Context: an optimization exercise on an open-source flow, tuned for small area, a short achievable clock period and few clock cycles. The choices shown serve that exercise and are no tape-out recipe. The RTL was checked by simulation tests, not by an equivalence proof against the original design. Power figures rest on the tool's default switching activity, not on a simulated workload.

==> module cache_ctrl, before the edit <==
module cache_ctrl (
    input  logic                            clk,
    input  logic                            resetn,     
    input  logic                            req_valid,
    input  logic [3:0]                      req_strobe,
    input  logic [31:0]                     req_data,
    input  logic                            uncached,
    input  logic [31:0]                     phys_addr,
    input  logic [26-1:0]         tag,
    input  logic [1:0]                      index,
    input  logic [1:0]                      word_sel,
    input  logic                            lookup_hit,
    input  logic [4-1:0]             lookup_hits,
    input  logic [1:0]                      lookup_hit_way,
    input  logic [1:0]                      lookup_victim_way,
    input  logic                            lookup_victim_dirty,
    input  logic [26-1:0]         lookup_victim_tag,
    input  logic [31:0]                     lookup_word,       
    output logic [1:0]                      rd_word,           
    output logic [4-1:0]             wb_way,            
    output logic                            resp_data_ok,
    output logic [31:0]                     resp_data,
    output logic                            mem_req_valid,
    output logic                            mem_req_is_write,
    output logic [31:0]                     mem_req_addr,
    output logic [3:0]                      mem_req_strobe,
    output logic [31:0]                     mem_req_data,
    output logic                            mem_req_burst,
    input  logic                            mem_resp_ready,
    input  logic                            mem_resp_last,
    input  logic [31:0]                     mem_resp_data,
    output logic [4-1:0]             refill_way,
    output logic [3:0]                      refill_word,
    output logic [4-1:0]             store_way,
    output logic [31:0]                     wr_data,
    output logic [4-1:0]             meta_we,
    output logic                            touch,
    output logic [1:0]                      touch_way
);
    localparam logic [2:0] IDLE      = 3'd0;
    localparam logic [2:0] WRITEBACK = 3'd1;
    localparam logic [2:0] REFILL    = 3'd2;
    localparam logic [2:0] UNCACHED  = 3'd3;
    localparam logic [2:0] RESPOND   = 3'd4;     
    logic [2:0]  state_q;
    logic [1:0]  beat_q;       
    logic [1:0]  wb_ptr_q;     
    logic        wb_first_q;
    logic [1:0]  way_q;        
    logic        bypass_q;     
    logic        wb_q;         
    logic [3:0]  rf_way_q;     
    logic [3:0]  rf_word_q;    
    logic [3:0]  hit_way_q;    
    logic        merge_q;      
    logic        ok_q;
    logic        cvalid_q, cwrite_q, cburst_q;
    logic [31:0] caddr_q;
    logic [3:0]  cstrobe_q;
    logic [31:0] data_q;       
    logic [3:0]  way_oh;
    logic        store;
    logic        beat_done;
    logic        mem_q;        
    assign store     = |req_strobe;
    assign beat_done = mem_resp_ready && mem_resp_last;
    assign way_oh    = 4'b0001 << way_q;
    assign rd_word = wb_q ? wb_ptr_q : word_sel;
    assign wb_way  = wb_q ? way_oh : 4'b0000;
    assign refill_way  = rf_way_q;
    assign refill_word = rf_word_q;
    assign store_way   = hit_way_q;
    for (genvar b = 0; b < 4; b++) begin : g_wdata
        assign wr_data[8*b +: 8] = (req_strobe[b] && merge_q)
                                 ? req_data[8*b +: 8] : mem_resp_data[8*b +: 8];
    end
    assign meta_we   = hit_way_q | (beat_done ? rf_way_q : 4'b0000);
    assign touch     = |meta_we;
    assign touch_way = way_q;
    always_ff @(posedge clk) begin
        if (resetn) begin
            mem_q <= 1'b0;
        end else if (state_q == IDLE) begin
            mem_q <= req_valid && (uncached || (!lookup_hit && !lookup_victim_dirty));
        end else if (beat_done) begin
            mem_q <= (state_q == WRITEBACK);
        end
    end
    always_ff @(posedge clk) begin
        if (resetn) begin
            state_q   <= IDLE;
            wb_q      <= 1'b0;
            rf_way_q  <= 4'b0000;
            hit_way_q <= 4'b0000;
            ok_q     <= 1'b0;
            cvalid_q <= 1'b0;
        end else begin
            case (state_q)
                IDLE: begin
                    if (req_valid) begin
                        if (uncached) begin
                            cvalid_q <= 1'b1;
                            state_q  <= UNCACHED;
                        end else if (lookup_hit) begin
                            ok_q      <= 1'b1;
                            hit_way_q <= lookup_hits;
                            state_q   <= RESPOND;
                        end else begin
                            cvalid_q <= 1'b1;
                            state_q  <= lookup_victim_dirty ? WRITEBACK : REFILL;
                            wb_q     <= lookup_victim_dirty;
                            rf_way_q <= lookup_victim_dirty ? 4'b0000
                                      : 4'b0001 << lookup_victim_way;
                        end
                    end
                end
                WRITEBACK: begin
                    if (beat_done) begin
                        state_q  <= REFILL;
                        wb_q     <= 1'b0;
                        rf_way_q <= way_oh;
                    end
                end
                REFILL, UNCACHED: begin
                    if (beat_done) begin
                        cvalid_q <= 1'b0;
                        rf_way_q <= 4'b0000;
                        state_q  <= IDLE;
                    end
                end
                default: begin
                    ok_q      <= 1'b0;
                    hit_way_q <= 4'b0000;
                    state_q   <= IDLE;
                end
            endcase
        end
    end
    always_ff @(posedge clk) begin
        case (state_q)
            IDLE: begin
                way_q      <= lookup_hit ? lookup_hit_way : lookup_victim_way;
                bypass_q   <= uncached || (!lookup_hit && word_sel == 2'd3);
                beat_q     <= 2'd0;
                merge_q    <= lookup_hit || word_sel == 2'd0;
                rf_word_q  <= 4'b0001;
                wb_ptr_q   <= 2'd0;
                wb_first_q <= 1'b1;
                cstrobe_q  <= uncached ? req_strobe : 4'hf;
                cburst_q   <= !uncached;
                if (uncached) begin
                    cwrite_q <= store;
                    caddr_q  <= phys_addr;
                end else if (lookup_victim_dirty) begin
                    cwrite_q <= 1'b1;
                    caddr_q  <= {lookup_victim_tag, index, 4'b0000};
                end else begin
                    cwrite_q <= 1'b0;
                    caddr_q  <= {tag, index, 4'b0000};
                end
            end
            WRITEBACK: begin
                if (wb_first_q || mem_resp_ready) wb_ptr_q <= wb_ptr_q + 2'd1;
                wb_first_q <= 1'b0;
                if (beat_done) begin
                    cwrite_q <= 1'b0;
                    caddr_q  <= {tag, index, 4'b0000};
                end
            end
            REFILL: begin
                if (mem_resp_ready) begin
                    beat_q    <= beat_q + 2'd1;
                    merge_q   <= beat_q + 2'd1 == word_sel;
                    rf_word_q <= {rf_word_q[2:0], rf_word_q[3]};
                end
            end
            default: ;
        endcase
    end
    logic        data_en;
    logic [31:0] data_d;
    always_comb begin
        case (state_q)
            IDLE:      data_en = 1'b1;
            WRITEBACK: data_en = wb_first_q || mem_resp_ready;
            REFILL:    data_en = mem_resp_ready && (beat_q == word_sel);
            default:   data_en = 1'b0;
        endcase
    end
    assign data_d = lookup_word
                  | ({32{state_q == IDLE && uncached}} & req_data)
                  | ({32{state_q == REFILL}} & mem_resp_data);
    always_ff @(posedge clk) begin
        if (data_en) data_q <= data_d;
    end
    assign resp_data_ok     = ok_q || (mem_q && beat_done);
    assign resp_data        = bypass_q ? mem_resp_data : data_q;
    assign mem_req_valid    = cvalid_q;
    assign mem_req_is_write = cwrite_q;
    assign mem_req_addr     = caddr_q;
    assign mem_req_strobe   = cstrobe_q;
    assign mem_req_data     = data_q;
    assign mem_req_burst    = cburst_q;
endmodule
Settings: LEC_CHECK=0, CAP_MARGIN=20, CORE_MARGIN=2, CORE_UTILIZATION=65, CTS_CLUSTER_DIAMETER=70, CTS_CLUSTER_SIZE=24, PLACE_DENSITY=0.75, SETUP_SLACK_MARGIN=3.6, SLEW_MARGIN=20; clock period 7.0 ns.
standard.sh (not shown) runs the stock make flow with config.mk's settings and CLKGATE_MAP_FILE= SYNTH_SCRIPT=/design/flow/synth_recipe.tcl, a recipe that flattens the netlist after the stock synthesis.
==> flow/flow/run.sh <==
#!/bin/bash
# The standard layout (the standard.sh, standard synthesis included), with two
# changes to how it is made: the port buffers are buf_4 cells rather than the
# delay-type buffer buffer_ports picks by itself, and timing repair may resize a
# cell to one of another footprint. Make's full output goes to standard.log.
set -euo pipefail
bash standard.sh \
    "BUFFER_PORTS_ARGS=-buffer_cell sky130_fd_sc_hd__buf_4" \
    MATCH_CELL_FOOTPRINT=0 \
    finish > standard.log 2>&1
The baseline produced a clean layout.
Testbench counts at the start, summed over its fixed seeds: cycles 95,055.
==> next run, changes <==
--- a/flow/design.v
+++ b/flow/design.v
@@ -184,46 +184,37 @@
     logic        bypass_q;     
     logic        wb_q;         
     logic [3:0]  rf_way_q;     
     logic [3:0]  rf_word_q;    
     logic [3:0]  hit_way_q;    
-    logic        merge_q;      
     logic        ok_q;
     logic        cvalid_q, cwrite_q, cburst_q;
     logic [31:0] caddr_q;
     logic [3:0]  cstrobe_q;
     logic [31:0] data_q;       
     logic [3:0]  way_oh;
     logic        store;
     logic        beat_done;
-    logic        mem_q;        
+    logic        mem_done;     
     assign store     = |req_strobe;
     assign beat_done = mem_resp_ready && mem_resp_last;
+    assign mem_done  = (state_q == REFILL || state_q == UNCACHED) && beat_done;
     assign way_oh    = 4'b0001 << way_q;
     assign rd_word = wb_q ? wb_ptr_q : word_sel;
     assign wb_way  = wb_q ? way_oh : 4'b0000;
     assign refill_way  = rf_way_q;
     assign refill_word = rf_word_q;
     assign store_way   = hit_way_q;
     for (genvar b = 0; b < 4; b++) begin : g_wdata
-        assign wr_data[8*b +: 8] = (req_strobe[b] && merge_q)
+        assign wr_data[8*b +: 8] = (req_strobe[b] && (ok_q || beat_q == word_sel))
                                  ? req_data[8*b +: 8] : mem_resp_data[8*b +: 8];
     end
     assign meta_we   = hit_way_q | (beat_done ? rf_way_q : 4'b0000);
     assign touch     = |meta_we;
     assign touch_way = way_q;
     always_ff @(posedge clk) begin
         if (resetn) begin
-            mem_q <= 1'b0;
-        end else if (state_q == IDLE) begin
-            mem_q <= req_valid && (uncached || (!lookup_hit && !lookup_victim_dirty));
-        end else if (beat_done) begin
-            mem_q <= (state_q == WRITEBACK);
-        end
-    end
-    always_ff @(posedge clk) begin
-        if (resetn) begin
             state_q   <= IDLE;
             wb_q      <= 1'b0;
             rf_way_q  <= 4'b0000;
             hit_way_q <= 4'b0000;
             ok_q     <= 1'b0;
@@ -274,11 +265,10 @@
         case (state_q)
             IDLE: begin
                 way_q      <= lookup_hit ? lookup_hit_way : lookup_victim_way;
                 bypass_q   <= uncached || (!lookup_hit && word_sel == 2'd3);
                 beat_q     <= 2'd0;
-                merge_q    <= lookup_hit || word_sel == 2'd0;
                 rf_word_q  <= 4'b0001;
                 wb_ptr_q   <= 2'd0;
                 wb_first_q <= 1'b1;
                 cstrobe_q  <= uncached ? req_strobe : 4'hf;
                 cburst_q   <= !uncached;
@@ -302,11 +292,10 @@
                 end
             end
             REFILL: begin
                 if (mem_resp_ready) begin
                     beat_q    <= beat_q + 2'd1;
-                    merge_q   <= beat_q + 2'd1 == word_sel;
                     rf_word_q <= {rf_word_q[2:0], rf_word_q[3]};
                 end
             end
             default: ;
         endcase
@@ -325,11 +314,11 @@
                   | ({32{state_q == IDLE && uncached}} & req_data)
                   | ({32{state_q == REFILL}} & mem_resp_data);
     always_ff @(posedge clk) begin
         if (data_en) data_q <= data_d;
     end
-    assign resp_data_ok     = ok_q || (mem_q && beat_done);
+    assign resp_data_ok     = ok_q || mem_done;
     assign resp_data        = bypass_q ? mem_resp_data : data_q;
     assign mem_req_valid    = cvalid_q;
     assign mem_req_is_write = cwrite_q;
     assign mem_req_addr     = caddr_q;
     assign mem_req_strobe   = cstrobe_q;
Result:
- global-route usage hardly moves
- power stays flat
- non-clock buffer count goes down by 26
- final area is about the same
- count of clock-buffer cells in the layout goes up by 5
- core utilization goes down by 0.36 points
- area after synthesis goes up slightly
- worst setup slack improved by 0.056 ns
- via count goes up slightly
- routed wire length goes up slightly
- sequential share of layout area goes up by 0.12 points
Testbench counts after the change, summed over its fixed seeds: cycles 95,055.

-- what the ideal ports hide --
In the flow no input, the clock included, has a driving cell. The finished layouts below were timed again as built, in two steps. Step 1 assumes that a clkbuf_16 drives the clock port and a buf_2 every other input. Step 2 moves the port delays by t, midway between the first and last clock arrival at a register: inputs arrive t later, outputs are due t later. That takes back most of the time a late clock gives input paths. Slacks: ideal ports / drivers / drivers and shift; pairs: ideal ports / drivers.
run | shift t [ns] | setup slack, ns | hold slack, ns | pins driven straight from the clock port
the first run | 0.903 | 3.192 / 2.921 / 2.018 | 0.477 / 0.477 / 0.477 | 1
the second run | 0.887 | 3.248 / 3.075 / 2.188 | 0.477 / 0.477 / 0.477 | 1
After both steps setup and hold are still met in every run listed. For the first run, which loses most, drivers alone change the setup slack by -0.271 ns; drivers and shift together by -1.174 ns.
